What follows belongs to an exercise in optimizing a design on an open flow for small area, a short achievable clock period and few clock cycles per item; a production flow would make more cautious choices. RTL that was checked went through simulation tests only; none was proved equivalent to the original. Only the layout flow was run in runs 3 to 5; the RTL was not checked for function there.

### flow/config.mk
export PLATFORM = sky130hd
export DESIGN_NAME = rgb_hue_shifter
export DESIGN_NICKNAME = rgb_hue_shifter
export VERILOG_FILES = /design/flow/design.v
export SDC_FILE = /design/flow/constraint.sdc
export NUM_CORES = 4
export LEC_CHECK = 0
export CAP_MARGIN = 20
export CORE_MARGIN = 2
export CORE_UTILIZATION = 40
export SETUP_SLACK_MARGIN = 5
export SLEW_MARGIN = 20
export TNS_END_PERCENT = 100
### flow/constraint.sdc
create_clock -name core_clock -period 10.0 [get_ports {clk}]
set_input_delay 2.0000 -clock core_clock [delete_from_list [all_inputs] [get_ports {clk}]]
set_output_delay 2.0000 -clock core_clock [all_outputs]
set_load 0.01 [all_outputs]
### flow/design.v
`timescale 1ns / 1ps
package hsh_pkg;
  localparam int CB = 8;
  localparam int HB = 16;
endpackage
`timescale 1ns / 1ps
module rgb_hue_shifter (
  input  logic        clk,
  input  logic        rst_n,
  input  logic        in_tvalid,
  output logic        in_tready,
  input  logic [23:0] in_tdata,    
  output logic        out_tvalid,
  input  logic        out_tready,
  output logic [55:0] out_tdata,   
  input  logic        cfg_psel,
  input  logic        cfg_penable,
  input  logic        cfg_pwrite,
  input  logic [2:0]  cfg_paddr,
  input  logic [31:0] cfg_pwdata,
  output logic [31:0] cfg_prdata,
  output logic        cfg_pready
);
  logic rst_q;
  logic irst;
  logic vrst;
  always_ff @(posedge clk) rst_q <= rst_n;
  assign irst = !rst_q;
  assign vrst = !rst_n || !rst_q;
  logic [15:0] off_r;
  logic [17:0] off3_r;
  logic [15:0] rd_r;
  always_ff @(posedge clk) begin
    if (!rst_n) begin
      off_r <= 16'h0000;
    end else if (cfg_psel && cfg_penable && cfg_pwrite && !cfg_paddr[2]) begin
      off_r <= cfg_pwdata[15:0];
    end
  end
  always_ff @(posedge clk) off3_r <= {2'b00, off_r} + {1'b0, off_r, 1'b0};
  always_ff @(posedge clk) rd_r <= cfg_paddr[2] ? 16'h0000 : off_r;
  assign cfg_prdata = {16'h0000, rd_r};
  assign cfg_pready = 1'b1;
  logic en_r;
  assign in_tready = en_r;
  logic       s0_v;
  logic [7:0] s0_r, s0_g, s0_b;
  logic       s0_rg, s0_rb, s0_gb;
  always_ff @(posedge clk) begin
    if (irst)      s0_v <= 1'b0;
    else if (en_r) s0_v <= in_tvalid;
  end
  always_ff @(posedge clk) begin
    if (en_r) begin
      s0_r  <= in_tdata[7:0];
      s0_g  <= in_tdata[15:8];
      s0_b  <= in_tdata[23:16];
      s0_rg <= in_tdata[7:0] >= in_tdata[15:8];
      s0_rb <= in_tdata[7:0] >= in_tdata[23:16];
      s0_gb <= in_tdata[15:8] >= in_tdata[23:16];
    end
  end
  logic       max_r, max_g;
  logic [7:0] v1n, mn1n, ea1n, eb1n;
  logic [7:0] d1n;
  logic [8:0] e1n;
  logic [1:0] j1n;
  assign max_r = s0_rg && s0_rb;
  assign max_g = !max_r && s0_gb;
  always_comb begin
    if (max_r) begin
      v1n  = s0_r;
      mn1n = s0_gb ? s0_b : s0_g;
      ea1n = s0_g;
      eb1n = s0_b;
      j1n  = s0_gb ? 2'd0 : 2'd3;
    end else if (max_g) begin
      v1n  = s0_g;
      mn1n = s0_rb ? s0_b : s0_r;
      ea1n = s0_b;
      eb1n = s0_r;
      j1n  = 2'd1;
    end else begin
      v1n  = s0_b;
      mn1n = s0_rg ? s0_g : s0_r;
      ea1n = s0_r;
      eb1n = s0_g;
      j1n  = 2'd2;
    end
  end
  assign d1n = v1n - mn1n;
  assign e1n = {1'b0, ea1n} - {1'b0, eb1n};
  logic       s1_v;
  logic [7:0] s1_vv, s1_d;
  logic [8:0] s1_e;
  logic [1:0] s1_j;
  always_ff @(posedge clk) begin
    if (irst)      s1_v <= 1'b0;
    else if (en_r) s1_v <= s0_v;
  end
  always_ff @(posedge clk) begin
    if (en_r) begin
      s1_vv <= v1n;
      s1_d  <= d1n;
      s1_e  <= e1n;
      s1_j  <= j1n;
    end
  end
  logic [9:0]  d3_2n;
  logic [9:0]  m2n;
  logic [10:0] p0_2n;
  logic [7:0]  negd, sr0;
  logic [9:0]  sx0;
  assign d3_2n = {2'b00, s1_d} + {1'b0, s1_d, 1'b0};
  assign m2n   = (s1_j == 2'd0 || s1_j == 2'd3) ? d3_2n : {2'b00, s1_d};
  assign p0_2n = (s1_j == 2'd0 || s1_j == 2'd1)
               ? {{2{s1_e[8]}}, s1_e} - {1'b0, m2n}
               : {{2{s1_e[8]}}, s1_e} + {1'b0, m2n};
  assign negd = 8'd0 - s1_d;
  assign sr0  = (s1_d == 8'd0) ? 8'd0 : ~negd;
  assign sx0  = {1'b0, sr0, negd[7]} - {2'b00, s1_vv};
  function automatic [8:0] sat_nr(input [8:0] r, input b, input [7:0] v);
    reg [9:0] x;
    reg [9:0] rs;
    begin
      x  = {r, b};
      rs = r[8] ? x + {2'b00, v} : x - {2'b00, v};
      sat_nr = rs[8:0];
    end
  endfunction
  function automatic [10:0] nr_step(input [10:0] p, input [9:0] dv);
    reg [11:0] p2;
    reg [11:0] rs;
    begin
      p2 = {p, 1'b0};
      rs = p[10] ? p2 + {2'b00, dv} : p2 - {2'b00, dv};
      nr_step = rs[10:0];
    end
  endfunction
  localparam int NST = 8;    
  logic        dv_v  [NST+1];
  logic [7:0]  dv_vv [NST+1];
  logic [9:0]  dv_d3 [NST+1];
  logic [10:0] dv_p  [NST+1];
  logic [16:0] dv_hq [NST+1];
  logic [8:0]  dv_sr [NST+1];
  logic [6:0]  dv_sl [NST+1];
  logic [8:0]  dv_sq [NST+1];
  logic [7:0]  dv_s  [NST+1];
  logic [11:0] dv_pa [NST+1];
  logic [11:0] dv_pb [NST+1];
  logic [15:0] dv_pp [NST+1];
  logic [7:0]  dv_mq [NST+1];
  always_ff @(posedge clk) begin
    if (irst)      dv_v[0] <= 1'b0;
    else if (en_r) dv_v[0] <= s1_v;
  end
  always_ff @(posedge clk) begin
    if (en_r) begin
      dv_vv[0] <= s1_vv;
      dv_d3[0] <= d3_2n;
      dv_p[0]  <= p0_2n;
      dv_hq[0] <= {16'd0, !p0_2n[10]};
      dv_sr[0] <= sx0[8:0];
      dv_sl[0] <= negd[6:0];
      dv_sq[0] <= {8'd0, !sx0[9]};
    end
  end
  for (genvar k = 1; k <= NST; k++) begin : g_div
    logic [10:0] pa, pb;
    assign pa = nr_step(dv_p[k-1], dv_d3[k-1]);
    assign pb = nr_step(pa, dv_d3[k-1]);
    always_ff @(posedge clk) begin
      if (irst)      dv_v[k] <= 1'b0;
      else if (en_r) dv_v[k] <= dv_v[k-1];
    end
    always_ff @(posedge clk) begin
      if (en_r) begin
        dv_vv[k] <= dv_vv[k-1];
        dv_d3[k] <= dv_d3[k-1];
        dv_p[k]  <= pb;
        dv_hq[k] <= {dv_hq[k-1][14:0], !pa[10], !pb[10]};
      end
    end
    if (k <= 4) begin : g_sat
      logic [8:0] sa, sb;
      assign sa = sat_nr(dv_sr[k-1], dv_sl[k-1][6], dv_vv[k-1]);
      assign sb = sat_nr(sa, dv_sl[k-1][5], dv_vv[k-1]);
      always_ff @(posedge clk) begin
        if (en_r) begin
          dv_sr[k] <= sb;
          dv_sl[k] <= {dv_sl[k-1][4:0], 2'b00};
          dv_sq[k] <= {dv_sq[k-1][6:0], !sa[8], !sb[8]};
        end
      end
    end else if (k == 5) begin : g_s
      always_ff @(posedge clk) begin
        if (en_r) dv_s[k] <= dv_sq[k-1][8:1] + {7'd0, dv_sq[k-1][0]};
      end
    end else if (k == 6) begin : g_pab
      always_ff @(posedge clk) begin
        if (en_r) begin
          dv_s[k]  <= dv_s[k-1];
          dv_pa[k] <= dv_vv[k-1] * dv_s[k-1][3:0];
          dv_pb[k] <= dv_vv[k-1] * dv_s[k-1][7:4];
        end
      end
    end else if (k == 7) begin : g_p
      always_ff @(posedge clk) begin
        if (en_r) begin
          dv_s[k]  <= dv_s[k-1];
          dv_pp[k] <= {4'd0, dv_pa[k-1]} + {dv_pb[k-1], 4'd0};
        end
      end
    end else begin : g_mq
      logic [16:0] t;
      logic [24:0] u;
      assign t = {1'b0, dv_pp[k-1]} + 17'd128;
      assign u = {t, 8'd0} + {8'd0, t};
      always_ff @(posedge clk) begin
        if (en_r) begin
          dv_s[k]  <= dv_s[k-1];
          dv_pp[k] <= dv_pp[k-1];
          dv_mq[k] <= u[23:16];
        end
      end
    end
  end
  logic [15:0] hq, h_b1n;
  logic        q0;
  logic [18:0] x_b1n;
  logic [3:0]  t4, t4m6;
  logic [2:0]  sec_b1n;
  logic [14:0] g_b1n;
  assign hq     = dv_hq[NST][16:1];
  assign q0     = dv_hq[NST][0];
  assign h_b1n  = hq + {15'd0, q0};
  assign x_b1n  = {2'b00, hq, 1'b0} + {3'b000, hq} + {1'b0, off3_r} + {17'd0, q0, q0};
  assign t4     = x_b1n[18:15];
  assign t4m6   = t4 - 4'd6;
  assign sec_b1n = (t4 >= 4'd6) ? t4m6[2:0] : t4[2:0];
  assign g_b1n  = sec_b1n[0] ? x_b1n[14:0] : ~x_b1n[14:0];
  logic        b1_v;
  logic [15:0] b1_h, b1_p;
  logic [14:0] b1_g;
  logic [2:0]  b1_sec;
  logic [7:0]  b1_vv, b1_s, b1_mv;
  always_ff @(posedge clk) begin
    if (irst)      b1_v <= 1'b0;
    else if (en_r) b1_v <= dv_v[NST];
  end
  always_ff @(posedge clk) begin
    if (en_r) begin
      b1_h   <= h_b1n;
      b1_p   <= dv_pp[NST];
      b1_g   <= g_b1n;
      b1_sec <= sec_b1n;
      b1_vv  <= dv_vv[NST];
      b1_s   <= dv_s[NST];
      b1_mv  <= dv_vv[NST] - dv_mq[NST];
    end
  end
  localparam logic [24:0] RC = 25'd16383 + 25'd4161536;    
  logic [22:0] a_b2n;
  logic [24:0] bb_b2n;
  assign a_b2n  = b1_p * b1_g[14:8];
  assign bb_b2n = b1_p * b1_g[7:0] + (b1_sec[0] ? 25'd0 : {9'd0, b1_p}) + RC;
  logic        b2_v;
  logic [22:0] b2_a;
  logic [16:0] b2_b;
  logic [15:0] b2_h;
  logic [2:0]  b2_sec;
  logic [7:0]  b2_vv, b2_s, b2_mv;
  always_ff @(posedge clk) begin
    if (irst)      b2_v <= 1'b0;
    else if (en_r) b2_v <= b1_v;
  end
  always_ff @(posedge clk) begin
    if (en_r) begin
      b2_a   <= a_b2n;
      b2_b   <= bb_b2n[24:8];
      b2_h   <= b1_h;
      b2_sec <= b1_sec;
      b2_vv  <= b1_vv;
      b2_s   <= b1_s;
      b2_mv  <= b1_mv;
    end
  end
  logic [22:0] w_b3n;
  assign w_b3n = b2_a + {6'd0, b2_b};
  logic        b3_v;
  logic [15:0] b3_y;
  logic [15:0] b3_h;
  logic [2:0]  b3_sec;
  logic [7:0]  b3_vv, b3_s, b3_mv;
  always_ff @(posedge clk) begin
    if (irst)      b3_v <= 1'b0;
    else if (en_r) b3_v <= b2_v;
  end
  always_ff @(posedge clk) begin
    if (en_r) begin
      b3_y   <= w_b3n[22:7];
      b3_h   <= b2_h;
      b3_sec <= b2_sec;
      b3_vv  <= b2_vv;
      b3_s   <= b2_s;
      b3_mv  <= b2_mv;
    end
  end
  logic [24:0] xs;
  logic [7:0]  xv, cv, mv;
  logic [7:0]  ro, go, bo;
  logic [55:0] res;
  assign xs = {1'b0, b3_vv, 16'd65278} - {1'b0, b3_y, 8'd0} - {9'd0, b3_y};
  assign xv = xs[23:16];
  assign cv = b3_vv;
  assign mv = b3_mv;
  always_comb begin
    unique case (b3_sec)
      3'd0: begin ro = cv; go = xv; bo = mv; end
      3'd1: begin ro = xv; go = cv; bo = mv; end
      3'd2: begin ro = mv; go = cv; bo = xv; end
      3'd3: begin ro = mv; go = xv; bo = cv; end
      3'd4: begin ro = xv; go = mv; bo = cv; end
      default: begin ro = cv; go = mv; bo = xv; end
    endcase
  end
  assign res = {b3_vv, b3_s, b3_h, bo, go, ro};
  logic        o_v, k_v;
  logic [55:0] o_d, k_d;
  logic        push, pop, o_hold;
  logic        o_v_n, k_v_n;
  assign push   = en_r && b3_v;
  assign pop    = o_v && out_tready;
  assign o_hold = o_v && !pop;
  assign o_v_n  = o_hold || k_v || push;
  assign k_v_n  = k_v ? o_hold : (o_hold && push);
  always_ff @(posedge clk) begin
    if (vrst) begin
      o_v  <= 1'b0;
      k_v  <= 1'b0;
      en_r <= 1'b0;
    end else begin
      o_v  <= o_v_n;
      k_v  <= k_v_n;
      en_r <= !(o_v_n && k_v_n);
    end
  end
  always_ff @(posedge clk) begin
    if (!o_hold) o_d <= k_v ? k_d : res;
    if (en_r)    k_d <= res;
  end
  assign out_tvalid = o_v;
  assign out_tdata  = o_d;
endmodule
### flow/run.sh
#!/bin/bash
# synth_recipe.tcl (not shown) runs the flow's synth.tcl, then flattens the netlist and writes it again
# the make line also repeats each setting of config.mk as NAME=value (left out here)
make -C /OpenROAD-flow-scripts/flow DESIGN_CONFIG=/design/flow/config.mk WORK_HOME=/design/flow/orfs CLKGATE_MAP_FILE= SYNTH_SCRIPT=/design/flow/synth_recipe.tcl finish
==> results.py, run 1 <==
metrics = {
    "run_status": {
        "status": "complete, no violations",
    },
    "global_route": {
        "gr-usage-all-layers_pct": 15.0,
        "met3_usage_pct": 2.35,
        "met1_usage_pct": 17.3,
        "grt_pass1_vias": 40500,
        "gr-total-overflow": 0,
        "grtUsageMet2_pct": 28.3,
        "busiest_layer": "met2",
        "grt_max_degree": 159,
        "grt_pass1_wl_mm": 197,
        "antenna_found_initial": 4,
    },
    "synth": {
        "synth_flop_cell": "edfxtp_1",
        "ys_types": 84,
        "seq_area_frac_synth_pct": 43.7,
        "async_flop_share_pct": 0,
        "synth_edf_count": 862,
        "netlist_instances": 5539,
        "yosys_warnings": 14,
        "synth_seq_cells": 930,
        "syn_area_um2": 62300,
        "syn_area_per_cell_um2": 11.2,
    },
    "finish": {
        "final_cell_count_no_fill": 7965,
        "final_nets": 6832,
        "layout-drive-gt1-share_pct": 9.74,
        "postLayoutCoreUtil_pct": 46.3,
        "final_cell_mix": "edfxtp_1, ha_1, inv_1",
        "num_antenna_cells": 0,
        "fin_area_um2": 71400,
        "final_common_cell": "edfxtp_1",
        "area_delta_synth_final_pct": 14.7,
    },
    "setup_path": {
        "crit_type": "reg2reg",
        "crit_fanout": 3,
        "start_kind": "flop",
        "cp-end-kind": "flop",
        "crit_arrival_ps": 5970,
        "crit_required_ps": 10430,
    },
    "placed_design": {
        "dpl.hpwl_mm": 88.1,
        "numPlacedInstances": 7615,
        "dpl_cell_area_um2": 65800,
        "port_buffers": 121,
        "gp_congestion": 0.838,
        "preCtsSetupSlack_ps": 3900,
    },
    "worst_hold_path": {
        "hold_path_class": "reg2reg",
    },
    "run": {
        "cap_violations": 0,
    },
    "clock_tree": {
        "cts_buffers": 103,
        "clock-sinks": 930,
        "root_buffer": "clkbuf_16",
        "clkTransAtPathRegs_ps": 60,
        "cts_tree": "done",
        "cts.path.max_buffers": 3,
        "clkLatencyLatePin_ps": 750,
        "htreeDepth": 3,
    },
    "die": {
        "die_area_um2": 159000,
        "die_x_um": 399,
        "row_count": 144,
        "num_io_pins": 157,
        "die_h_um": 399,
        "core_um2": 154000,
        "start_util_pct": 40.3,
    },
    "sta": {
        "fin_skew_ps": 77.2,
        "setup_tns_ps": 0,
        "holdWs_ps": 388,
        "clock.fmax_ghz": 0.180,
        "setup_ws_ps": 4460,
        "hold_viol": 0,
        "setup_viol": 0,
        "rsz0062_at_grt": "true",
        "min_period_ps": 5540,
        "timing.final.crit_share_pct": 55.4,
        "worstMarginPinSlew_ps": 1160,
        "slew_headroom_pct": 22.7,
        "drv_slew": 0,
    },
    "routing": {
        "wl_per_cell_um": 15.1,
        "vias": 39700,
        "drt-pass1-iter-count": 6,
        "drt_iter0_drc": 1957,
        "via_per_inst": 4.99,
        "wirelength_mm": 120,
        "ant_nets": 0,
        "drc_errors": 0,
    },
}
-- flip-flops by register name (all words and copies together) (netlist names), 16 cells and up --
register,count
b3_h,16
dv_sq,25
dv_hq,81
k_d,56
dv_p,81
dv_pp,32
b2_b,17
off3_r,18
b1_h,16
b1_p,16
b2_h,16
dv_vv,72
off_r,16
b2_a,23
o_d,56
b3_y,16
dv_s,32
rd_r,16
dv_d3,76
dv_sr,36
-- cells by family (layout without fill, tap and decap cells) --
group / after synthesis / after routing / share of synthesized area [%]
AO/OA/AOI/OAI: 1089 / 1089 / 11.3
buffers and inverters: 788 / 1155 / 4.90
other: 2 / 17 / 0.0121
adder cells (fa/ha/maj): 934 / 934 / 21.7
AND/OR/NAND/NOR: 1155 / 1155 / 8.84
XOR/XNOR: 459 / 459 / 6.48
multiplexers: 182 / 182 / 3.04
flip-flops: 930 / 930 / 43.7
-- final cells by class --
type                    count  area, um2
clock buffers             131       2740
clock inverters            63        825
fillers                 13900      83000
inverters                 657       2470
multi-input cells        3836      32800
flip-flops and latches    930      27300
well taps                2044       2560
repair buffers            304       2780
-- worst max-delay path, stage by stage (launching register included) --
cell and delay (ps):
edfxtp_1 490, buf_6 170, and2_1 160, fa_2 390, fa_1 570, fa_1 430, fa_1 490, inv_1 50
fa_1 500, inv_1 60, ha_4 220, a21o_1 180, a21oi_2 140, o21ai_2 80, o41a_4 400, buf_6 130
buf_6 110, a31oi_4 160, o21ai_2 110, o21ai_1 150, nand2b_1 80, xor2_1 150
-- cell usage after synthesis (all sizes together), types with 132 or more instances --
cell type,n,share of area [%]
nand2,360,2.2
xor2,138,1.9
fa,245,7.9
xnor2,321,4.5
ha,689,14
and2,132,1.3
o21ai,215,1.7
nor2,298,1.8
edfxtp,862,42
inv,657,4.0
a21oi,329,2.7
a21o,162,2.0
-- path summary, 6_finish.rpt --
check                   startpoint                     to  slack (ps)  cells past startpoint
max              b1_p[2]$_DFFE_PP_      b2_b[9]$_DFFE_PP_        4460                     21
min          dv_hq[3][0]$_DFFE_PP_  dv_hq[4][2]$_DFFE_PP_         390                      0
max reg2reg      b1_p[2]$_DFFE_PP_      b2_b[9]$_DFFE_PP_        4460                     21
min reg2reg  dv_hq[3][0]$_DFFE_PP_  dv_hq[4][2]$_DFFE_PP_         390                      0
-- routing by layer --
metal / share of wire, % / wire (um)
met5: 0.017 / 20
met3: 3.3 / 3940
met2: 52 / 62700
met1: 42 / 50100
met4: 2.8 / 3420
-- repair_timing --
action | CTS | global route
resized for setup | 97 | 98
cloned | 1 | 0
hold buffers | 0 | 0
pin swaps | 58 | 102
buffers inserted | 118 | 37
setup endpoints to repair | 33 | 31
Testbench counts, summed over its fixed seeds: cycles 32,888, items 32,768.
==> run 2: changes to the inputs <==
--- a/flow/config.mk
+++ b/flow/config.mk
@@ -8,6 +8,4 @@
 export CAP_MARGIN = 20
 export CORE_MARGIN = 2
 export CORE_UTILIZATION = 40
-export SETUP_SLACK_MARGIN = 5
 export SLEW_MARGIN = 20
-export TNS_END_PERCENT = 100
==> results.py, run 2 <==
metrics = {
    "global_route": {
        "grt_max_degree": 167,
        "grt_pass1_vias": 39900,
        "busiest_layer": "met2",
        "grt_pass1_wl_mm": 193,
        "met3_usage_pct": 2.16,
        "gr-usage-all-layers_pct": 14.7,
        "antenna_found_initial": 2,
        "met1_usage_pct": 17.3,
        "gr-total-overflow": 0,
        "grtUsageMet2_pct": 27.6,
    },
    "synth": {
        "yosys_warnings": 14,
        "synth_top_cell_by_area": "edfxtp_1",
        "synth_edf_count": 862,
        "synth_flop_cell": "edfxtp_1",
        "synth_compound_area_share_pct": 11.3,
        "yosysMostFrequentCell": "edfxtp_1",
        "synth_top_family_by_area": "adder cells",
        "synthMuxAreaShare_pct": 3.04,
        "seq_area_frac_synth_pct": 43.7,
        "netlist_instances": 5539,
        "async_flop_share_pct": 0,
        "netlist.area_leader.share_pct": 41.6,
        "syn_area_um2": 62300,
        "syn_area_per_cell_um2": 11.2,
        "synth_xor_area_share_pct": 6.48,
        "synth-simple-area-share_pct": 8.84,
        "synth_adder_area_share_pct": 21.7,
        "ys_top_cells_by_count": "edfxtp_1, ha_1, inv_1",
        "synthTopCellsByArea": "edfxtp_1, ha_1, fa_1",
        "ys_types": 84,
        "synth_seq_cells": 930,
    },
    "setup_path": {
        "cp_top_family": "adder cells",
        "path_buf_inv": 3,
        "crit_top_cell": "fa_1",
        "start_kind": "flop",
        "crit_arrival_ps": 6840,
        "cp-end-kind": "flop",
        "crit_fanout": 16,
        "crit_required_ps": 10500,
        "crit_path_max_incr_delay_ps": 870,
        "crit_type": "reg2reg",
        "path_cells": "nand2_1 > fa_1 > inv_1 > fa_1 > fa_1 > fa_1 > inv_1 > fa_1 > inv_1 > ha_1 > a21o_1 > a21o_1 > a21oi_1 > o21ai_1 > o41a_4 > a31oi_4 > a21oi_2 > a311o_1 > a21oi_2 > xnor2_1",
        "crit_slowest_cell": "edfxtp_1",
    },
    "clock_tree": {
        "clkLatencyLatePin_ps": 760,
        "clock-sinks": 930,
        "htreeDepth": 3,
        "clkTransAtPathRegs_ps": 60,
        "postCtsResizedCells": 0,
        "cts_buffers": 105,
        "postCtsSetupBuffers": 0,
        "cts.path.max_buffers": 3,
        "hold_buffers": 0,
        "root_buffer": "clkbuf_16",
        "cts_tree": "done",
    },
    "worst_hold_path": {
        "hold_path_class": "reg2reg",
    },
    "routing": {
        "drc_errors": 0,
        "wirelength_mm": 116,
        "drt-pass1-iter-count": 6,
        "ant_nets": 0,
        "drt_iter0_drc": 1708,
        "via_per_inst": 4.99,
        "vias": 38900,
        "wl_per_cell_um": 14.9,
    },
    "finish": {
        "final_cell_mix": "edfxtp_1, ha_1, inv_1",
        "final_common_cell": "edfxtp_1",
        "postLayoutCoreUtil_pct": 44.9,
        "area_delta_synth_final_pct": 11.3,
        "final_cell_count_no_fill": 7808,
        "reg_top3": "dv_hq: 81 flops, dv_p: 81 flops, dv_d3: 76 flops",
        "layout-drive-gt1-share_pct": 5.19,
        "num_antenna_cells": 0,
        "final_nets": 6675,
        "fin_area_um2": 69300,
    },
    "sta": {
        "slew_headroom_pct": 28.3,
        "drv_slew": 0,
        "rsz0062_at_grt": "false",
        "min_period_ps": 6340,
        "timing.final.crit_share_pct": 63.4,
        "clock.fmax_ghz": 0.158,
        "hold_viol": 0,
        "setup_viol": 0,
        "worstMarginPinSlew_ps": 1070,
        "fin_skew_ps": 70.2,
        "setup_tns_ps": 0,
        "setup_ws_ps": 3660,
        "holdWs_ps": 384,
    },
    "run_status": {
        "status": "complete, no violations",
    },
    "die": {
        "start_util_pct": 40.3,
        "die_area_um2": 159000,
        "die_h_um": 399,
        "core_um2": 154000,
        "row_count": 144,
        "num_io_pins": 157,
        "die_x_um": 399,
    },
    "placed_design": {
        "preCtsSetupSlack_ps": 3640,
        "dpl_cell_area_um2": 65800,
        "gp_congestion": 0.842,
        "dpl.hpwl_mm": 87.7,
        "numPlacedInstances": 7612,
        "port_buffers": 121,
    },
    "run": {
        "cap_violations": 0,
    },
}
run 2: kinds of logic (layout without fill, tap and decap cells):
kind of cell / count (synthesis) / in the layout
compound gates: 1089 / 1089
other cells: 2 / 17
xor+xnor: 459 / 459
mux: 182 / 182
buf+inv: 788 / 998
flops: 930 / 930
simple gates: 1155 / 1155
fa+ha+maj: 934 / 934
run 2: final timing paths:
| kind | slack (ps) | end | startpoint | depth (start not counted) |
|---|---|---|---|---|
| setup / recovery | 3660 | b2_b[16]$_DFFE_PP_ | b1_p[5]$_DFFE_PP_ | 20 |
| hold / removal | 380 | b3_mv[2]$_DFFE_PP_ | b2_mv[2]$_DFFE_PP_ | 0 |
| hold reg to reg | 380 | b3_mv[2]$_DFFE_PP_ | b2_mv[2]$_DFFE_PP_ | 0 |
| setup reg to reg | 3660 | b2_b[16]$_DFFE_PP_ | b1_p[5]$_DFFE_PP_ | 20 |
run 2: area by class of cell:
class                   count  area [um2]
well taps                2044        2560
repair buffers            145        1420
inverters                 657        2470
clock buffers             124        2740
multi-input cells        3836       32100
flip-flops and latches    930       27300
fillers                 14200       85100
clock inverters            72         833
run 2: per-layer routing:
metal	share of wire [%]	wire (um)
met4	2.1	2420
met2	52	60700
met3	3.0	3440
met1	43	49900
met5	0	0
==> run 3: changes to the inputs <==
--- a/flow/design.v
+++ b/flow/design.v
@@ -42,10 +42,15 @@
   assign cfg_prdata = {16'h0000, rd_r};
   assign cfg_pready = 1'b1;
   logic en_r;
-  assign in_tready = en_r;
+  logic rdy_r;
+  assign in_tready = rdy_r;
   logic       s0_v;
   logic [7:0] s0_r, s0_g, s0_b;
-  logic       s0_rg, s0_rb, s0_gb;
+  logic       s0_rg, s0_rb, s0_gb, s0_mr, s0_mg;
+  logic       i_rg, i_rb, i_gb;
+  assign i_rg = in_tdata[7:0] >= in_tdata[15:8];
+  assign i_rb = in_tdata[7:0] >= in_tdata[23:16];
+  assign i_gb = in_tdata[15:8] >= in_tdata[23:16];
   always_ff @(posedge clk) begin
     if (irst)      s0_v <= 1'b0;
     else if (en_r) s0_v <= in_tvalid;
@@ -55,9 +60,11 @@
       s0_r  <= in_tdata[7:0];
       s0_g  <= in_tdata[15:8];
       s0_b  <= in_tdata[23:16];
-      s0_rg <= in_tdata[7:0] >= in_tdata[15:8];
-      s0_rb <= in_tdata[7:0] >= in_tdata[23:16];
-      s0_gb <= in_tdata[15:8] >= in_tdata[23:16];
+      s0_rg <= i_rg;
+      s0_rb <= i_rb;
+      s0_gb <= i_gb;
+      s0_mr <= i_rg && i_rb;
+      s0_mg <= !(i_rg && i_rb) && i_gb;
     end
   end
   logic       max_r, max_g;
@@ -65,8 +72,8 @@
   logic [7:0] d1n;
   logic [8:0] e1n;
   logic [1:0] j1n;
-  assign max_r = s0_rg && s0_rb;
-  assign max_g = !max_r && s0_gb;
+  assign max_r = s0_mr;
+  assign max_g = s0_mg;
   always_comb begin
     if (max_r) begin
       v1n  = s0_r;
@@ -120,12 +127,10 @@
   assign sr0  = (s1_d == 8'd0) ? 8'd0 : ~negd;
   assign sx0  = {1'b0, sr0, negd[7]} - {2'b00, s1_vv};
   function automatic [8:0] sat_nr(input [8:0] r, input b, input [7:0] v);
-    reg [9:0] x;
-    reg [9:0] rs;
+    reg [10:0] rs;
     begin
-      x  = {r, b};
-      rs = r[8] ? x + {2'b00, v} : x - {2'b00, v};
-      sat_nr = rs[8:0];
+      rs = {r, b, !r[8]} + ({2'b00, v, 1'b0} ^ {11{!r[8]}});
+      sat_nr = rs[9:1];
     end
   endfunction
   function automatic [10:0] nr_step(input [10:0] p, input [9:0] dv);
@@ -242,6 +247,7 @@
   assign g_b1n  = sec_b1n[0] ? x_b1n[14:0] : ~x_b1n[14:0];
   logic        b1_v;
   logic [15:0] b1_h, b1_p;
+  logic [17:0] b1_p3;
   logic [14:0] b1_g;
   logic [2:0]  b1_sec;
   logic [7:0]  b1_vv, b1_s, b1_mv;
@@ -253,6 +259,7 @@
     if (en_r) begin
       b1_h   <= h_b1n;
       b1_p   <= dv_pp[NST];
+      b1_p3  <= {2'b00, dv_pp[NST]} + {1'b0, dv_pp[NST], 1'b0};
       b1_g   <= g_b1n;
       b1_sec <= sec_b1n;
       b1_vv  <= dv_vv[NST];
@@ -260,14 +267,48 @@
       b1_mv  <= dv_vv[NST] - dv_mq[NST];
     end
   end
-  localparam logic [24:0] RC = 25'd16383 + 25'd4161536;    
-  logic [22:0] a_b2n;
-  logic [24:0] bb_b2n;
-  assign a_b2n  = b1_p * b1_g[14:8];
-  assign bb_b2n = b1_p * b1_g[7:0] + (b1_sec[0] ? 25'd0 : {9'd0, b1_p}) + RC;
+  localparam logic [30:0] RC = 31'd16383 + 31'd4161536;
+  function automatic [17:0] r4row(input [1:0] dg, input [15:0] p, input [17:0] p3);
+    begin
+      case (dg)
+        2'd0:    r4row = 18'd0;
+        2'd1:    r4row = {2'b00, p};
+        2'd2:    r4row = {1'b0, p, 1'b0};
+        default: r4row = p3;
+      endcase
+    end
+  endfunction
+  function automatic [61:0] csa(input [30:0] x, input [30:0] y, input [30:0] z);
+    reg [30:0] sm, cy;
+    begin
+      sm  = x ^ y ^ z;
+      cy  = (x & y) | (x & z) | (y & z);
+      csa = {cy[29:0], 1'b0, sm};
+    end
+  endfunction
+  logic [2:0]  dg0;
+  logic [17:0] rw0;
+  logic [30:0] pr [9];
+  logic [61:0] c1a, c1b, c1c, c2a, c2b, c3a;
+  assign dg0 = {1'b0, b1_g[1:0]} + {2'b00, !b1_sec[0]};
+  assign rw0 = (dg0 == 3'd4) ? {b1_p, 2'b00} : r4row(dg0[1:0], b1_p, b1_p3);
+  assign pr[0] = {13'd0, rw0};
+  logic [15:0] g16;
+  assign g16 = {1'b0, b1_g};
+  for (genvar i = 1; i < 8; i++) begin : g_rows
+    logic [17:0] rw;
+    assign rw    = r4row(g16[2*i+1:2*i], b1_p, b1_p3);
+    assign pr[i] = {13'd0, rw} << (2 * i);
+  end
+  assign pr[8] = RC;
+  assign c1a = csa(pr[0], pr[1], pr[2]);
+  assign c1b = csa(pr[3], pr[4], pr[5]);
+  assign c1c = csa(pr[6], pr[7], pr[8]);
+  assign c2a = csa(c1a[30:0], c1a[61:31], c1b[30:0]);
+  assign c2b = csa(c1b[61:31], c1c[30:0], c1c[61:31]);
+  assign c3a = csa(c2a[30:0], c2a[61:31], c2b[30:0]);
   logic        b2_v;
-  logic [22:0] b2_a;
-  logic [16:0] b2_b;
+  logic [30:0] b2_ws, b2_wc, b2_wd;
   logic [15:0] b2_h;
   logic [2:0]  b2_sec;
   logic [7:0]  b2_vv, b2_s, b2_mv;
@@ -277,8 +318,9 @@
   end
   always_ff @(posedge clk) begin
     if (en_r) begin
-      b2_a   <= a_b2n;
-      b2_b   <= bb_b2n[24:8];
+      b2_ws  <= c3a[30:0];
+      b2_wc  <= c3a[61:31];
+      b2_wd  <= c2b[61:31];
       b2_h   <= b1_h;
       b2_sec <= b1_sec;
       b2_vv  <= b1_vv;
@@ -286,8 +328,8 @@
       b2_mv  <= b1_mv;
     end
   end
-  logic [22:0] w_b3n;
-  assign w_b3n = b2_a + {6'd0, b2_b};
+  logic [30:0] w_b3n;
+  assign w_b3n = b2_ws + b2_wc + b2_wd;
   logic        b3_v;
   logic [15:0] b3_y;
   logic [15:0] b3_h;
@@ -299,7 +341,7 @@
   end
   always_ff @(posedge clk) begin
     if (en_r) begin
-      b3_y   <= w_b3n[22:7];
+      b3_y   <= w_b3n[30:15];
       b3_h   <= b2_h;
       b3_sec <= b2_sec;
       b3_vv  <= b2_vv;
@@ -337,13 +379,15 @@
   assign k_v_n  = k_v ? o_hold : (o_hold && push);
   always_ff @(posedge clk) begin
     if (vrst) begin
-      o_v  <= 1'b0;
-      k_v  <= 1'b0;
-      en_r <= 1'b0;
+      o_v   <= 1'b0;
+      k_v   <= 1'b0;
+      en_r  <= 1'b0;
+      rdy_r <= 1'b0;
     end else begin
-      o_v  <= o_v_n;
-      k_v  <= k_v_n;
-      en_r <= !(o_v_n && k_v_n);
+      o_v   <= o_v_n;
+      k_v   <= k_v_n;
+      en_r  <= !(o_v_n && k_v_n);
+      rdy_r <= !(o_hold && (k_v || push));
     end
   end
   always_ff @(posedge clk) begin
==> results.py, run 3 <==
metrics = {
    "synth": {
        "synthMuxAreaShare_pct": 4.95,
        "yosys_warnings": 15,
        "ys_top_cells_by_count": "edfxtp_1, ha_1, inv_1",
        "synth_top_family_by_area": "adder cells",
        "synthTopCellsByArea": "edfxtp_1, ha_1, fa_1",
        "netlist.area_leader.share_pct": 43.7,
        "async_flop_share_pct": 0,
        "seq_area_frac_synth_pct": 45.8,
        "synth_xor_area_share_pct": 6.49,
        "synth_adder_area_share_pct": 17.8,
        "yosysMostFrequentCell": "edfxtp_1",
        "syn_area_um2": 63300,
        "synth_seq_cells": 989,
        "syn_area_per_cell_um2": 11.6,
        "synth_compound_area_share_pct": 12.5,
        "synth-simple-area-share_pct": 8.22,
        "netlist_instances": 5464,
        "synth_top_cell_by_area": "edfxtp_1",
        "ys_types": 107,
        "synth_edf_count": 920,
        "synth_flop_cell": "edfxtp_1",
    },
    "finish": {
        "reg_top3": "dv_hq: 81 flops, dv_p: 81 flops, dv_d3: 78 flops",
        "final_nets": 6438,
        "final_cell_mix": "edfxtp_1, ha_1, inv_1",
        "final_common_cell": "edfxtp_1",
        "area_delta_synth_final_pct": 11.3,
        "nFillCells": 14300,
        "final_cell_count_no_fill": 7719,
        "layout-drive-gt1-share_pct": 7.74,
    },
    "run": {
        "cap_violations": 0,
    },
    "routing": {
        "drc_errors": 0,
        "ant_nets": 0,
        "vias": 40000,
        "drt-pass1-iter-count": 6,
        "via_per_inst": 5.18,
        "wl_per_cell_um": 16.0,
        "wirelength_mm": 123,
        "drt_iter0_drc": 2129,
    },
    "placed_design": {
        "numPlacedInstances": 7509,
        "port_buffers": 121,
        "gp_congestion": 0.853,
        "dpl.hpwl_mm": 90.6,
    },
    "global_route": {
        "met3_usage_pct": 2.31,
        "antenna_found_initial": 1,
        "grt_pass1_vias": 40300,
        "gr-usage-all-layers_pct": 15.1,
        "grtUsageMet2_pct": 27.1,
        "grt_max_degree": 185,
        "busiest_layer": "met2",
        "met1_usage_pct": 18.5,
        "grt_pass1_wl_mm": 203,
        "gr-total-overflow": 0,
    },
    "setup_path": {
        "crit_end": "dv_sq[2][0]$_DFFE_PP_",
        "crit_fanout": 11,
        "start_kind": "flop",
        "crit_required_ps": 10470,
        "cp-end-kind": "flop",
        "r2r-end": "dv_sq[2][0]$_DFFE_PP_",
        "reg2reg_depth": 15,
        "crit_start": "dv_sr[1][8]$_DFFE_PP_",
        "crit_arrival_ps": 5070,
        "reg2reg_from": "dv_sr[1][8]$_DFFE_PP_",
        "ff2ff_setup_slack_ps": 5400,
        "crit_type": "reg2reg",
    },
    "clock_tree": {
        "clkLatencyLatePin_ps": 740,
        "clock-sinks": 989,
        "cts_buffers": 112,
        "cts.path.max_buffers": 3,
        "cts_tree": "done",
        "postCtsSetupBuffers": 0,
        "postCtsResizedCells": 0,
        "clkTransAtPathRegs_ps": 60,
        "root_buffer": "clkbuf_16",
        "hold_buffers": 0,
        "htreeDepth": 3,
    },
    "sta": {
        "clock.fmax_ghz": 0.218,
        "drv_slew": 0,
        "setup_viol": 0,
        "timing.final.crit_share_pct": 46.0,
        "fin_skew_ps": 66.4,
        "worstMarginPinSlew_ps": 1140,
        "setup_tns_ps": 0,
        "rsz0062_at_grt": "false",
        "hold_viol": 0,
        "slew_headroom_pct": 24.2,
        "holdWs_ps": 361,
        "min_period_ps": 4600,
    },
    "die": {
        "row_count": 145,
        "core_um2": 157000,
        "num_io_pins": 157,
        "die_h_um": 402,
        "die_area_um2": 161000,
        "die_x_um": 402,
        "start_util_pct": 40.4,
    },
    "worst_hold_path": {
        "hold_path_class": "reg2reg",
    },
    "run_status": {
        "status": "complete, no violations",
    },
}
==> run 3: cell count changes after synthesis, sizes merged, moves of 58 or more <==
cell,before,now
inv,657,493
a22oi,6,64
fa,245,156
nand2,360,296
and2,132,55
edfxtp,862,920
mux2,58,158
==> run 3: how the worst min path moves through the flow <==
stage | start | endpoint | slack, ps | depth (start not counted)
4_1_cts | dv_hq[7][12]$_DFFE_PP_ | dv_hq[8][14]$_DFFE_PP_ | 370 | 0
3_3_place_gp | dv_hq[1][0]$_DFFE_PP_ | dv_hq[2][2]$_DFFE_PP_ | 400 | 0
6_report | b2_h[9]$_DFFE_PP_ | b3_h[9]$_DFFE_PP_ | 360 | 0
3_5_place_dp | b1_h[15]$_DFFE_PP_ | b2_h[15]$_DFFE_PP_ | 400 | 0
5_1_grt | b2_h[9]$_DFFE_PP_ | b3_h[9]$_DFFE_PP_ | 370 | 0
2_1_floorplan | off_r[0]$_SDFFE_PN0P_ | off3_r[0]$_DFF_P_ | 360 | 0
==> run 3: metrics by stage <==
step	setup slack, ps	instance area (um2)	utilization [%]
4_1_cts	5350	70400	45.0
3_3_place_gp	5120	66500	42.5
3_5_place_dp	5330	66600	42.5
6_report	5400	70400	45.0
5_1_grt	5020	70400	45.0
2_1_floorplan	2570	63300	-
==> run 3: kinds of logic (layout without fill, tap and decap cells) <==
kind of cell    Yosys count  count (layout)
flops                   989             989
other cells               2              18
compound gates         1166            1166
fa+ha+maj               807             807
xor+xnor                464             464
mux                     293             293
buf+inv                 666             847
simple gates           1077            1077
==> run 3: layer usage <==
layer | vias up | part of all wire [%] | wire [um]
li1 | 19900 | - | -
met1 | 19200 | 43 | 53200
met2 | 664 | 51 | 62400
met3 | 225 | 3.7 | 4600
met4 | 0 | 2.5 | 3090
met5 | - | 0 | 0
==> run 3: final cells by class <==
| class | instances | area (um2) | area share (%) |
|---|---|---|---|
| multi-input combinational | 3824 | 31700 | 45.0 |
| sequential | 989 | 29000 | 41.2 |
| clock buffer | 130 | 2920 | 4.15 |
| tap | 2058 | 2570 | 3.66 |
| inverter | 494 | 1850 | 2.63 |
| timing repair buffer | 144 | 1430 | 2.04 |
| clock inverter | 79 | 932 | 1.32 |
| antenna | 1 | 2.50 | 0.00355 |
==> run 3: critical path: stages, from the launching register on <==
cell,delay [ps]
edfxtp_1,620
xnor2_1,230
ha_1,360
a21oi_1,210
nor4b_1,390
a211oi_1,160
a211oi_2,480
buf_4,290
xor2_1,170
ha_1,300
and3_1,190
a211o_1,320
a21oi_2,230
o221ai_2,140
a21oi_2,200
xnor2_1,80
==> run 4: changes to the inputs <==
--- a/flow/config.mk
+++ b/flow/config.mk
@@ -5,6 +5,7 @@
 export SDC_FILE = /design/flow/constraint.sdc
 export NUM_CORES = 4
 export LEC_CHECK = 0
+export ABC_AREA = 1
 export CAP_MARGIN = 20
 export CORE_MARGIN = 2
 export CORE_UTILIZATION = 40
==> results.py, run 4 <==
metrics = {
    "sta": {
        "clock.fmax_ghz": 0.203,
        "fin_skew_ps": 50.0,
        "drv_slew": 0,
        "timing.final.crit_share_pct": 49.2,
        "worstMarginPinSlew_ps": 957,
        "hold_viol": 0,
        "setup_tns_ps": 0,
        "min_period_ps": 4920,
        "rsz0062_at_grt": "false",
        "setup_viol": 0,
        "slew_headroom_pct": 36.2,
    },
    "placed_design": {
        "numPlacedInstances": 9410,
        "dpl.hpwl_mm": 123,
        "port_buffers": 121,
        "gp_congestion": 0.979,
        "dpl_cell_area_um2": 70200,
    },
    "routing": {
        "wl_per_cell_um": 16.6,
        "drc_errors": 0,
        "vias": 49100,
        "via_per_inst": 5.10,
        "drt-pass1-iter-count": 6,
        "wirelength_mm": 159,
        "ant_nets": 0,
        "drt_iter0_drc": 3560,
    },
    "die": {
        "row_count": 150,
        "core_um2": 167000,
        "die_h_um": 413,
        "num_io_pins": 157,
        "die_x_um": 413,
        "die_area_um2": 170000,
        "start_util_pct": 40.1,
    },
    "clock_tree": {
        "clock-sinks": 989,
        "root_buffer": "clkbuf_16",
        "hold_buffers": 0,
        "cts_tree": "done",
        "cts_buffers": 109,
        "htreeDepth": 3,
        "postCtsResizedCells": 0,
        "postCtsSetupBuffers": 0,
        "cts.path.max_buffers": 3,
        "clkLatencyLatePin_ps": 740,
        "clkTransAtPathRegs_ps": 60,
    },
    "setup_path": {
        "crit_required_ps": 10440,
        "crit_path_max_incr_delay_ps": 800,
        "path_buf_inv": 2,
        "cp_top_family": "adder cells",
        "crit_fanout": 25,
        "crit_type": "reg2reg",
        "ff2ff_setup_slack_ps": 5080,
        "cp-end-kind": "flop",
        "crit_top_cell": "fa_1",
        "crit_arrival_ps": 5350,
        "crit_slowest_cell": "ha_1",
        "path_cells": "ha_1 > ha_1 > inv_1 > nand3_1 > nor2_1 > a221oi_1 > fa_1 > fa_1 > inv_1 > fa_1",
        "start_kind": "flop",
    },
    "synth": {
        "ys_types": 64,
        "yosys_warnings": 15,
        "seq_area_frac_synth_pct": 43.4,
        "synth_edf_count": 920,
        "async_flop_share_pct": 0,
        "syn_area_per_cell_um2": 9.27,
        "synth_seq_cells": 989,
        "yosysMostFrequentCell": "nand2_1",
        "synth_top_cell_by_area": "edfxtp_1",
        "synthTopCellsByArea": "edfxtp_1, ha_1, nand2_1",
        "netlist.area_leader.share_pct": 41.3,
        "syn_area_um2": 66900,
        "ys_top_cells_by_count": "nand2_1, inv_1, edfxtp_1",
        "synth_flop_cell": "edfxtp_1",
        "netlist_instances": 7211,
    },
    "finish": {
        "fin_area_um2": 73900,
        "multiInputGateArea_um2": 33100,
        "postLayoutCoreUtil_pct": 44.4,
        "layout-drive-gt1-share_pct": 4.35,
        "final_common_cell": "nand2_1",
        "area_delta_synth_final_pct": 10.6,
        "final_cell_count_no_fill": 9614,
        "nFillCells": 16000,
        "num_antenna_cells": 0,
        "seqCellArea_um2": 29000,
        "final_nets": 8190,
        "reg_top3": "dv_hq: 81 flops, dv_p: 81 flops, dv_d3: 78 flops",
        "final_cell_mix": "nand2_1, inv_1, edfxtp_1",
    },
    "global_route": {
        "grt_pass1_wl_mm": 254,
        "grt_pass1_vias": 47500,
        "gr-usage-all-layers_pct": 18.4,
        "gr-total-overflow": 0,
        "grt_max_degree": 159,
        "antenna_found_initial": 2,
    },
    "run": {
        "cap_violations": 0,
    },
    "run_status": {
        "status": "complete, no violations",
    },
    "worst_hold_path": {
        "hold_path_class": "reg2reg",
    },
}
[run 4: path summary, 6_finish.rpt]
kind,startpoint,end,cells past startpoint
min reg2reg,dv_hq[2][1]$_DFFE_PP_,dv_hq[3][3]$_DFFE_PP_,0
min,dv_hq[2][1]$_DFFE_PP_,dv_hq[3][3]$_DFFE_PP_,0
max,b1_g[0]$_DFFE_PP_,b2_ws[16]$_DFFE_PP_,10
max reg2reg,b1_g[0]$_DFFE_PP_,b2_ws[16]$_DFFE_PP_,10
[run 4: layout make-up]
cell class                      count  share of cell area [%]
Sequential cell                   989                    39.2
Clock inverter                     65                    1.03
Multi-Input combinational cell   5032                    44.8
Inverter                         1047                    5.31
Clock buffer                      139                    4.01
Tap cell                         2204                    3.73
Timing Repair Buffer              138                    1.86
[run 4: cell families (layout without fill, tap and decap cells)]
kind of cell | after synthesis | after routing | synth area share, %
other cells | 2 | 17 | 0.0112
simple gates | 2464 | 2464 | 15.4
buf+inv | 1205 | 1389 | 7.12
fa+ha+maj | 807 | 807 | 16.9
compound gates | 1306 | 1306 | 11.3
flops | 989 | 989 | 43.4
xor+xnor | 438 | 438 | 5.88
[run 4: worst register-to-register path: cells and delay by family, from the launching register on]
kind,cells,cell delay (ps)
AO/OA/AOI/OAI,1,580
flip-flops,1,370
AND/OR/NAND/NOR,2,710
adder cells (fa/ha/maj),5,2590
buffers and inverters,2,370
[run 4: per-stage QoR]
stage | worst slack, ps | hold WS [ps]
2_1_floorplan | 2590 | 355
3_3_place_gp | 5210 | 401
3_5_place_dp | 5250 | 405
4_1_cts | 5180 | 394
5_1_grt | 4910 | 405
6_report | 5080 | 388
[run 4: per-layer routing]
metal	vias up	track usage [%]	part of all wire, %
li1	24600	-	-
met1	23100	24.2	45
met2	1052	31.3	48
met3	259	2.32	3.9
met4	0	6.53	3.4
met5	-	0	0
==> run 5: changes to the inputs <==
--- a/flow/design.v
+++ b/flow/design.v
@@ -46,7 +46,7 @@
   assign in_tready = rdy_r;
   logic       s0_v;
   logic [7:0] s0_r, s0_g, s0_b;
-  logic       s0_rg, s0_rb, s0_gb, s0_mr, s0_mg;
+  logic       s0_rg, s0_rb, s0_gb;
   logic       i_rg, i_rb, i_gb;
   assign i_rg = in_tdata[7:0] >= in_tdata[15:8];
   assign i_rb = in_tdata[7:0] >= in_tdata[23:16];
@@ -63,8 +63,6 @@
       s0_rg <= i_rg;
       s0_rb <= i_rb;
       s0_gb <= i_gb;
-      s0_mr <= i_rg && i_rb;
-      s0_mg <= !(i_rg && i_rb) && i_gb;
     end
   end
   logic       max_r, max_g;
@@ -72,8 +70,8 @@
   logic [7:0] d1n;
   logic [8:0] e1n;
   logic [1:0] j1n;
-  assign max_r = s0_mr;
-  assign max_g = s0_mg;
+  assign max_r = s0_rg && s0_rb;
+  assign max_g = !max_r && s0_gb;
   always_comb begin
     if (max_r) begin
       v1n  = s0_r;
@@ -123,32 +121,34 @@
   assign p0_2n = (s1_j == 2'd0 || s1_j == 2'd1)
                ? {{2{s1_e[8]}}, s1_e} - {1'b0, m2n}
                : {{2{s1_e[8]}}, s1_e} + {1'b0, m2n};
+  logic [9:0]  e2d_2n, r0_2n;
+  assign e2d_2n = {s1_e[8], s1_e} + {1'b0, s1_d, 1'b0};
+  assign r0_2n  = !p0_2n[10] ? p0_2n[9:0]
+                : (s1_j == 2'd0) ? {1'b0, s1_e} : e2d_2n;
   assign negd = 8'd0 - s1_d;
   assign sr0  = (s1_d == 8'd0) ? 8'd0 : ~negd;
   assign sx0  = {1'b0, sr0, negd[7]} - {2'b00, s1_vv};
-  function automatic [8:0] sat_nr(input [8:0] r, input b, input [7:0] v);
-    reg [10:0] rs;
+  function automatic [8:0] sat_rs(input [7:0] r, input b, input [7:0] v);
+    reg [9:0] t;
     begin
-      rs = {r, b, !r[8]} + ({2'b00, v, 1'b0} ^ {11{!r[8]}});
-      sat_nr = rs[9:1];
+      t = {1'b0, r, b} - {2'b00, v};
+      sat_rs = t[9] ? {1'b0, r[6:0], b} : {1'b1, t[7:0]};
     end
   endfunction
-  function automatic [10:0] nr_step(input [10:0] p, input [9:0] dv);
-    reg [11:0] p2;
-    reg [11:0] rs;
+  function automatic [10:0] hue_rs(input [9:0] r, input [9:0] dv);
+    reg [11:0] t;
     begin
-      p2 = {p, 1'b0};
-      rs = p[10] ? p2 + {2'b00, dv} : p2 - {2'b00, dv};
-      nr_step = rs[10:0];
+      t = {1'b0, r, 1'b0} - {2'b00, dv};
+      hue_rs = t[11] ? {1'b0, r[8:0], 1'b0} : {1'b1, t[9:0]};
     end
   endfunction
   localparam int NST = 8;    
   logic        dv_v  [NST+1];
   logic [7:0]  dv_vv [NST+1];
   logic [9:0]  dv_d3 [NST+1];
-  logic [10:0] dv_p  [NST+1];
+  logic [9:0]  dv_p  [NST+1];
   logic [16:0] dv_hq [NST+1];
-  logic [8:0]  dv_sr [NST+1];
+  logic [7:0]  dv_sr [NST+1];
   logic [6:0]  dv_sl [NST+1];
   logic [8:0]  dv_sq [NST+1];
   logic [7:0]  dv_s  [NST+1];
@@ -164,17 +164,17 @@
     if (en_r) begin
       dv_vv[0] <= s1_vv;
       dv_d3[0] <= d3_2n;
-      dv_p[0]  <= p0_2n;
+      dv_p[0]  <= r0_2n;
       dv_hq[0] <= {16'd0, !p0_2n[10]};
-      dv_sr[0] <= sx0[8:0];
+      dv_sr[0] <= sx0[9] ? {sr0[6:0], negd[7]} : sx0[7:0];
       dv_sl[0] <= negd[6:0];
       dv_sq[0] <= {8'd0, !sx0[9]};
     end
   end
   for (genvar k = 1; k <= NST; k++) begin : g_div
     logic [10:0] pa, pb;
-    assign pa = nr_step(dv_p[k-1], dv_d3[k-1]);
-    assign pb = nr_step(pa, dv_d3[k-1]);
+    assign pa = hue_rs(dv_p[k-1], dv_d3[k-1]);
+    assign pb = hue_rs(pa[9:0], dv_d3[k-1]);
     always_ff @(posedge clk) begin
       if (irst)      dv_v[k] <= 1'b0;
       else if (en_r) dv_v[k] <= dv_v[k-1];
@@ -183,19 +183,19 @@
       if (en_r) begin
         dv_vv[k] <= dv_vv[k-1];
         dv_d3[k] <= dv_d3[k-1];
-        dv_p[k]  <= pb;
-        dv_hq[k] <= {dv_hq[k-1][14:0], !pa[10], !pb[10]};
+        dv_p[k]  <= pb[9:0];
+        dv_hq[k] <= {dv_hq[k-1][14:0], pa[10], pb[10]};
       end
     end
     if (k <= 4) begin : g_sat
       logic [8:0] sa, sb;
-      assign sa = sat_nr(dv_sr[k-1], dv_sl[k-1][6], dv_vv[k-1]);
-      assign sb = sat_nr(sa, dv_sl[k-1][5], dv_vv[k-1]);
+      assign sa = sat_rs(dv_sr[k-1], dv_sl[k-1][6], dv_vv[k-1]);
+      assign sb = sat_rs(sa[7:0], dv_sl[k-1][5], dv_vv[k-1]);
       always_ff @(posedge clk) begin
         if (en_r) begin
-          dv_sr[k] <= sb;
+          dv_sr[k] <= sb[7:0];
           dv_sl[k] <= {dv_sl[k-1][4:0], 2'b00};
-          dv_sq[k] <= {dv_sq[k-1][6:0], !sa[8], !sb[8]};
+          dv_sq[k] <= {dv_sq[k-1][6:0], sa[8], sb[8]};
         end
       end
     end else if (k == 5) begin : g_s
==> results.py, run 5 <==
metrics = {
    "clock_tree": {
        "clkLatencyLatePin_ps": 730,
        "postCtsResizedCells": 0,
        "htreeDepth": 3,
        "root_buffer": "clkbuf_16",
        "clkTransAtPathRegs_ps": 60,
        "cts.path.max_buffers": 3,
        "hold_buffers": 0,
        "cts_buffers": 107,
        "clock-sinks": 982,
        "postCtsSetupBuffers": 0,
        "cts_tree": "done",
    },
    "routing": {
        "via_per_inst": 5.03,
        "ant_nets": 0,
        "drt_iter0_drc": 2738,
        "drc_errors": 0,
        "vias": 41900,
        "wl_per_cell_um": 16.1,
        "drt-pass1-iter-count": 6,
        "wirelength_mm": 134,
    },
    "die": {
        "core_um2": 150000,
        "die_h_um": 392,
        "die_area_um2": 154000,
        "num_io_pins": 157,
        "row_count": 142,
        "start_util_pct": 40.2,
        "die_x_um": 392,
    },
    "finish": {
        "final_common_cell": "nand2_1",
        "largest_reg_flops": 81,
        "postLayoutCoreUtil_pct": 44.8,
        "final_cell_count_no_fill": 8336,
        "regMostFlops": "dv_hq",
        "final_nets": 6975,
        "final_cell_mix": "nand2_1, edfxtp_1, inv_1",
        "layout-drive-gt1-share_pct": 5.03,
        "area_delta_synth_final_pct": 11.3,
        "reg_top3": "dv_hq: 81 flops, dv_d3: 80 flops, dv_p: 80 flops",
        "num_antenna_cells": 0,
    },
    "run_status": {
        "status": "complete, no violations",
    },
    "synth": {
        "ys_top_cells_by_count": "nand2_1, edfxtp_1, inv_1",
        "synth_top_cell_by_area": "edfxtp_1",
        "yosys_warnings": 15,
        "syn_area_um2": 60300,
        "netlist.area_leader.share_pct": 45.5,
        "synth_edf_count": 913,
        "netlist_instances": 6127,
        "yosysMostFrequentCell": "nand2_1",
        "synth_flop_cell": "edfxtp_1",
        "synthTopCellsByArea": "edfxtp_1, ha_1, nand2_1",
        "synth_seq_cells": 982,
        "async_flop_share_pct": 0,
        "syn_area_per_cell_um2": 9.83,
        "seq_area_frac_synth_pct": 47.8,
        "ys_types": 59,
    },
    "global_route": {
        "grt_pass1_vias": 40800,
        "grt_max_degree": 182,
        "gr-total-overflow": 0,
        "antenna_found_initial": 0,
        "grt_pass1_wl_mm": 214,
        "gr-usage-all-layers_pct": 17.3,
    },
    "sta": {
        "rsz0062_at_grt": "false",
        "slew_headroom_pct": 33.0,
        "drv_slew": 0,
        "timing.final.crit_share_pct": 48.9,
        "clock.fmax_ghz": 0.205,
        "hold_viol": 0,
        "setup_viol": 0,
        "setup_tns_ps": 0,
        "fin_skew_ps": 62.6,
        "min_period_ps": 4890,
        "worstMarginPinSlew_ps": 1010,
    },
    "setup_path": {
        "crit_fanout": 27,
        "start_kind": "flop",
        "crit_type": "reg2reg",
        "crit_arrival_ps": 5310,
        "cp-end-kind": "flop",
        "crit_required_ps": 10420,
    },
    "worst_hold_path": {
        "hold_path_class": "reg2reg",
    },
    "placed_design": {
        "gp_congestion": 0.912,
        "dpl.hpwl_mm": 102,
        "numPlacedInstances": 8138,
        "port_buffers": 121,
    },
    "run": {
        "cap_violations": 0,
    },
}
-- run 5: changes by cell type after synthesis, moves of 27 or more --
cell	before	now
xor2_1	324	194
nor3_1	63	24
nand2_1	1515	1092
inv_1	1011	892
ha_1	651	522
a21oi_1	518	545
nand3_1	303	205
o21ai_0	356	328
a31oi_1	53	15
-- run 5: final timing paths --
check	slack [ps]	cells after the start	startpoint	end
worst max-delay path	5110	13	b1_sec[0]$_DFFE_PP_	b2_ws[15]$_DFFE_PP_
worst min-delay path	380	0	b2_vv[5]$_DFFE_PP_	b3_vv[5]$_DFFE_PP_
worst max register to register	5110	13	b1_sec[0]$_DFFE_PP_	b2_ws[15]$_DFFE_PP_
worst min register to register	380	0	b2_vv[5]$_DFFE_PP_	b3_vv[5]$_DFFE_PP_
-- run 5: critical path, cell delays in order, from the launching register on --
cell	delay, ps
edfxtp_1	350
inv_1	110
ha_1	200
ha_1	900
inv_1	290
nand3_1	610
inv_1	170
nand2_1	90
o21ai_0	130
fa_1	560
inv_1	90
fa_1	540
inv_1	60
fa_1	470
-- run 5: final cells by class --
cell class | count | area, um2
Multi-Input combinational cell | 4096 | 27300
Inverter | 907 | 3410
Clock inverter | 71 | 803
Clock buffer | 127 | 2800
Sequential cell | 982 | 28800
Fill cell | 14000 | 82700
Tap cell | 2016 | 2520
Timing Repair Buffer | 137 | 1380
-- run 5: cell families after synthesis --
| logic type | Yosys count | share of synthesized area (%) |
|---|---|---|
| and+or+nand+nor | 1871 | 13.2 |
| AOI/OAI and AO/OA | 1219 | 11.5 |
| buffers and inverters | 1064 | 6.95 |
| DFF | 982 | 47.8 |
| adders and majority gates | 678 | 16.0 |
| xor gates and xnor gates | 310 | 4.51 |
| other | 2 | 0.0125 |
| muxes | 1 | 0.0187 |
-- run 5: through the flow --
stage | hold WS [ps] | setup WS (ps) | cell area (um2)
floorplan | 355 | 2620 | 60300
global placement | 400 | 5270 | 63400
detailed placement | 405 | 5230 | 63400
CTS | 375 | 5200 | 67000
global route | 385 | 4860 | 67000
finish | 380 | 5110 | 67000
-- run 5: per-layer routing --
layer / wire length, um / global-route usage, %
met5: 0 / 0
met4: 4680 / 6.68
met3: 5500 / 2.06
met2: 65100 / 30.0
met1: 58600 / 22.0

==> port drivers added, routing unchanged <==
The flow's constraints put no driver on any port. The routed layouts listed below were extracted and timed again, unchanged, in two steps.
Step 1 assumes that a clkbuf_16 drives the clock port and a buf_2 every other input.
Step 2 adds t to the input delays and takes it off the output delays; t is the mean of the earliest and latest rising clock arrival at the registers after step 1. Input paths then give back, and output paths get back, about the clock's delay inside the block.
Slacks: no drivers / after step 1 / after step 2; pairs: no drivers / after step 1.
run	t (ns)	slack for setup (ns)	latest minus earliest clock arrival (ns)
run 1	0.781	4.457 / 4.457 / 4.457	0.077 / 0.077
run 2	0.798	3.657 / 3.657 / 3.657	0.079 / 0.079
run 3	0.794	5.403 / 5.403 / 5.373	0.077 / 0.077
run 4	0.794	5.084 / 5.084 / 5.084	0.060 / 0.060
run 5	0.774	5.111 / 5.111 / 5.111	0.068 / 0.069
After both steps setup and hold are still met in every run listed. The setup slack of run 3, which loses most, moves by 0.000 ns with the drivers and by -0.030 ns with both steps.
